Context: an optimization exercise on an open-source flow, tuned for a short achievable clock period and few clock cycles. The choices shown serve that exercise and are no tape-out recipe. Only simulation tests tie the RTL to the original design; equivalence was not proved. No activity file was given, so power comes from the tool's default toggle rates.

cedar:
==> module ex_issue_ctrl, before the edit <==
module ex_issue_ctrl (
	input  logic                              clk,
	input  logic                              rst,
	input  logic                              issue_valid,
	input  logic [rv_isa_pkg::alu_func_w-1:0] issue_func,
	input  logic [rv_isa_pkg::xlen-1:0]       issue_opa,
	input  logic [rv_isa_pkg::xlen-1:0]       issue_opb,
	input  logic [ex_pkg::tag_w-1:0]          issue_tag,
	input  logic [rv_isa_pkg::xlen-1:0]       alu_sum,
	input  logic [rv_isa_pkg::xlen-1:0]       alu_diff,
	input  logic [rv_isa_pkg::xlen-1:0]       alu_misc,
	input  logic                              alu_lt,
	input  logic [3:0]                        alu_pick,
	input  logic [rv_isa_pkg::xlen-1:0]       quotient,
	input  logic [rv_isa_pkg::xlen-1:0]       remainder,
	output logic [rv_isa_pkg::alu_func_w-1:0] op_func,
	output logic [rv_isa_pkg::xlen-1:0]       op_a,
	output logic [rv_isa_pkg::xlen-1:0]       op_b,
	output logic [rv_isa_pkg::xlen-1:0]       div_n,
	output logic [ex_pkg::div_mulw-1:0]       div_mul,
	output logic                              ex_busy,
	output logic                              result_valid,
	output logic [rv_isa_pkg::xlen-1:0]       result_data,
	output logic [ex_pkg::tag_w-1:0]          result_tag
);
	localparam int meta_w = tag_w + 4;
	logic              v0;
	logic [tag_w-1:0]  t0;
	logic              is_div;
	logic              signed_op;
	logic [xlen-1:0]   a_mag;
	logic [xlen-1:0]   b_mag;
	logic              v1;
	logic [tag_w-1:0]  t1;
	logic              sel_r1;
	logic              qneg1;
	logic              rneg1;
	logic [xlen-1:0]   sum1;
	logic [xlen-1:0]   diff1;
	logic [xlen-1:0]   misc1;
	logic              lt1;
	logic [3:0]        pick1;
	logic [xlen-1:0]   alu1;
	logic [xlen-1:0]   n1;
	logic [xlen-1:0]   d1;
	logic [meta_w-1:0] meta [0:div_s+1];
	logic [xlen-1:0]   q_fix;
	logic [xlen-1:0]   r_fix;
	assign ex_busy = 1'b0;
	always_ff @(posedge clk) begin
		if (rst) begin
			v0 <= 1'b0;
		end else begin
			v0 <= issue_valid;
		end
		op_func <= issue_func;
		op_a    <= issue_opa;
		op_b    <= issue_opb;
		t0      <= issue_tag;
	end
	assign is_div    = op_func[3] && (op_func[2] || op_func[1]);
	assign signed_op = op_func[3] && !op_func[2] && op_func[1];
	logic [xlen-1:0] a_inv;
	logic [xlen-1:0] b_inv;
	logic            a_co;
	logic            b_co;
	ks_add #(.w(xlen)) a_inv_i (
		.a    (~op_a),
		.b    ('0),
		.cin  (1'b1),
		.sum  (a_inv),
		.cout (a_co)
	);
	ks_add #(.w(xlen)) b_inv_i (
		.a    (~op_b),
		.b    ('0),
		.cin  (1'b1),
		.sum  (b_inv),
		.cout (b_co)
	);
	assign a_mag = (signed_op && op_a[xlen-1]) ? a_inv : op_a;
	assign b_mag = (signed_op && op_b[xlen-1]) ? b_inv : op_b;
	always_ff @(posedge clk) begin
		if (rst) begin
			v1 <= 1'b0;
		end else begin
			v1 <= v0;
		end
		t1     <= t0;
		sel_r1 <= !is_div || op_func[0];
		qneg1  <= is_div && signed_op && (op_a[xlen-1] ^ op_b[xlen-1]) && (op_b != '0);
		rneg1  <= is_div && signed_op && op_a[xlen-1];
		sum1   <= alu_sum;
		diff1  <= alu_diff;
		misc1  <= alu_misc;
		lt1    <= alu_lt;
		pick1  <= alu_pick;
		n1     <= is_div ? a_mag : '0;
		d1     <= is_div ? b_mag : '0;
	end
	logic [div_mulw-1:0] mul1;
	int_alu_pick pick_i (
		.sum    (sum1),
		.diff   (diff1),
		.misc   (misc1),
		.lt     (lt1),
		.pick   (pick1),
		.result (alu1)
	);
	div_multiples mul_i (
		.d   (d1),
		.mul (mul1)
	);
	always_ff @(posedge clk) begin
		div_n   <= n1 | alu1;
		div_mul <= mul1;
	end
	assign meta[0] = {v1, t1, sel_r1, qneg1, rneg1};
	always_ff @(posedge clk) begin
		for (int s = 0; s <= div_s; s++) begin
			if (rst) begin
				meta[s+1][meta_w-1] <= 1'b0;
			end else begin
				meta[s+1][meta_w-1] <= meta[s][meta_w-1];
			end
			meta[s+1][meta_w-2:0] <= meta[s][meta_w-2:0];
		end
	end
	logic [xlen-1:0] q_inv;
	logic [xlen-1:0] r_inv;
	logic            q_co;
	logic            r_co;
	ks_add #(.w(xlen)) q_inv_i (
		.a    (~quotient),
		.b    ('0),
		.cin  (1'b1),
		.sum  (q_inv),
		.cout (q_co)
	);
	ks_add #(.w(xlen)) r_inv_i (
		.a    (~remainder),
		.b    ('0),
		.cin  (1'b1),
		.sum  (r_inv),
		.cout (r_co)
	);
	assign q_fix = meta[div_s+1][1] ? q_inv : quotient;
	assign r_fix = meta[div_s+1][0] ? r_inv : remainder;
	always_ff @(posedge clk) begin
		if (rst) begin
			result_valid <= 1'b0;
		end else begin
			result_valid <= meta[div_s+1][meta_w-1];
		end
		result_tag  <= meta[div_s+1][meta_w-2 -: tag_w];
		result_data <= meta[div_s+1][2] ? r_fix : q_fix;
	end
endmodule
clock: 8.0 ns
lec_check: 0
abc_area: 1
cap_margin: 20
core_margin: 2
core_utilization: 60
setup_slack_margin: 5.0
slew_margin: 20
tns_end_percent: 100
run.sh (not shown) runs the stock make flow with config.mk's settings and CLKGATE_MAP_FILE= SYNTH_SCRIPT=/design/flow/synth_recipe.tcl, a recipe that flattens the netlist after the stock synthesis.
Testbench counts of cedar, summed over its fixed seeds: cycles 4,960.
Modified inputs, oak compared to cedar
diff --git a/flow/design.v b/flow/design.v
--- a/flow/design.v
+++ b/flow/design.v
@@ -20,5 +20,5 @@
 	localparam int tag_w = 4;
 	localparam logic [31:0] result_rst = '0;
-	localparam int div_b = 2;
+	localparam int div_b = 1;
 	localparam int div_s = (32 + div_b - 1) / div_b;
 	localparam int div_nw = div_s * div_b;
@@ -303,5 +303,5 @@
 	logic [xlen-1:0]   n1;
 	logic [xlen-1:0]   d1;
-	logic [meta_w-1:0] meta [0:div_s+1];
+	logic [meta_w-1:0] meta [0:div_s];
 	logic [xlen-1:0]   q_fix;
 	logic [xlen-1:0]   r_fix;
@@ -358,5 +358,4 @@
 		d1     <= is_div ? b_mag : '0;
 	end
-	logic [div_mulw-1:0] mul1;
 	int_alu_pick pick_i (
 		.sum    (sum1),
@@ -367,15 +366,12 @@
 		.result (alu1)
 	);
+	assign div_n = n1 | alu1;
 	div_multiples mul_i (
 		.d   (d1),
-		.mul (mul1)
+		.mul (div_mul)
 	);
-	always_ff @(posedge clk) begin
-		div_n   <= n1 | alu1;
-		div_mul <= mul1;
-	end
 	assign meta[0] = {v1, t1, sel_r1, qneg1, rneg1};
 	always_ff @(posedge clk) begin
-		for (int s = 0; s <= div_s; s++) begin
+		for (int s = 0; s < div_s; s++) begin
 			if (rst) begin
 				meta[s+1][meta_w-1] <= 1'b0;
@@ -404,14 +400,14 @@
 		.cout (r_co)
 	);
-	assign q_fix = meta[div_s+1][1] ? q_inv : quotient;
-	assign r_fix = meta[div_s+1][0] ? r_inv : remainder;
+	assign q_fix = meta[div_s][1] ? q_inv : quotient;
+	assign r_fix = meta[div_s][0] ? r_inv : remainder;
 	always_ff @(posedge clk) begin
 		if (rst) begin
 			result_valid <= 1'b0;
 		end else begin
-			result_valid <= meta[div_s+1][meta_w-1];
+			result_valid <= meta[div_s][meta_w-1];
 		end
-		result_tag  <= meta[div_s+1][meta_w-2 -: tag_w];
-		result_data <= meta[div_s+1][2] ? r_fix : q_fix;
+		result_tag  <= meta[div_s][meta_w-2 -: tag_w];
+		result_data <= meta[div_s][2] ? r_fix : q_fix;
 	end
 endmodule
Findings:
Pin count of the biggest net entering global routing for oak: about 4.3% up relative to cedar. Compared with cedar, oak shows a lower slew at the pin closest to its max-slew limit. oak vs. cedar: sequential cell count went up by 808. In the tables for oak and cedar, clock power share reads lower with cedar. Diff oak and cedar: basic-gate share of the synthesized area counting and, or, nand and nor cells higher in cedar. On number of antenna violations at the first check in global routing, the lower figure sits with oak, not cedar. oak: average footprint of a synthesized cell 1.2 um2 above cedar. Going from cedar to oak, overall power after layout level; post-route cell area level. Between oak and cedar, the combinational power share is higher for cedar. In the metrics for oak and cedar, the one carrying the higher fraction of the core area covered by cells at the end of the flow is oak. Comparing the two runs side by side, oak comes out behind cedar on minimum clock period after layout.
Testbench counts of oak, summed over its fixed seeds: cycles 5,080.

==> what the ideal ports hide <==
How much do the figures lean on ideal ports? The routed layouts below were timed once more, with nothing changed but the port constraints.
Step 1, drivers: a clkbuf_16 drives clk and a buf_2 each remaining input, both assumed.
Step 2 adds t to the input delays and takes it off the output delays; t is the mean of the earliest and latest rising clock arrival at the registers after step 1. Input paths then give back, and output paths get back, about the clock's delay inside the block.
a / b / c = no drivers / after step 1 / after step 2; a / b = the first two.
run	shift t [ns]	setup WS [ns]	hold WS [ns]	latest minus earliest clock arrival (ns)
cedar	0.986	4.967 / 4.886 / 4.872	0.268 / 0.268 / 0.268	0.097 / 0.097
oak	1.032	4.815 / 4.815 / 4.815	0.254 / 0.254 / 0.254	0.128 / 0.128
After both steps setup and hold are still met in every run listed. For cedar, which loses most, drivers alone change the setup slack by -0.081 ns; drivers and shift together by -0.095 ns.
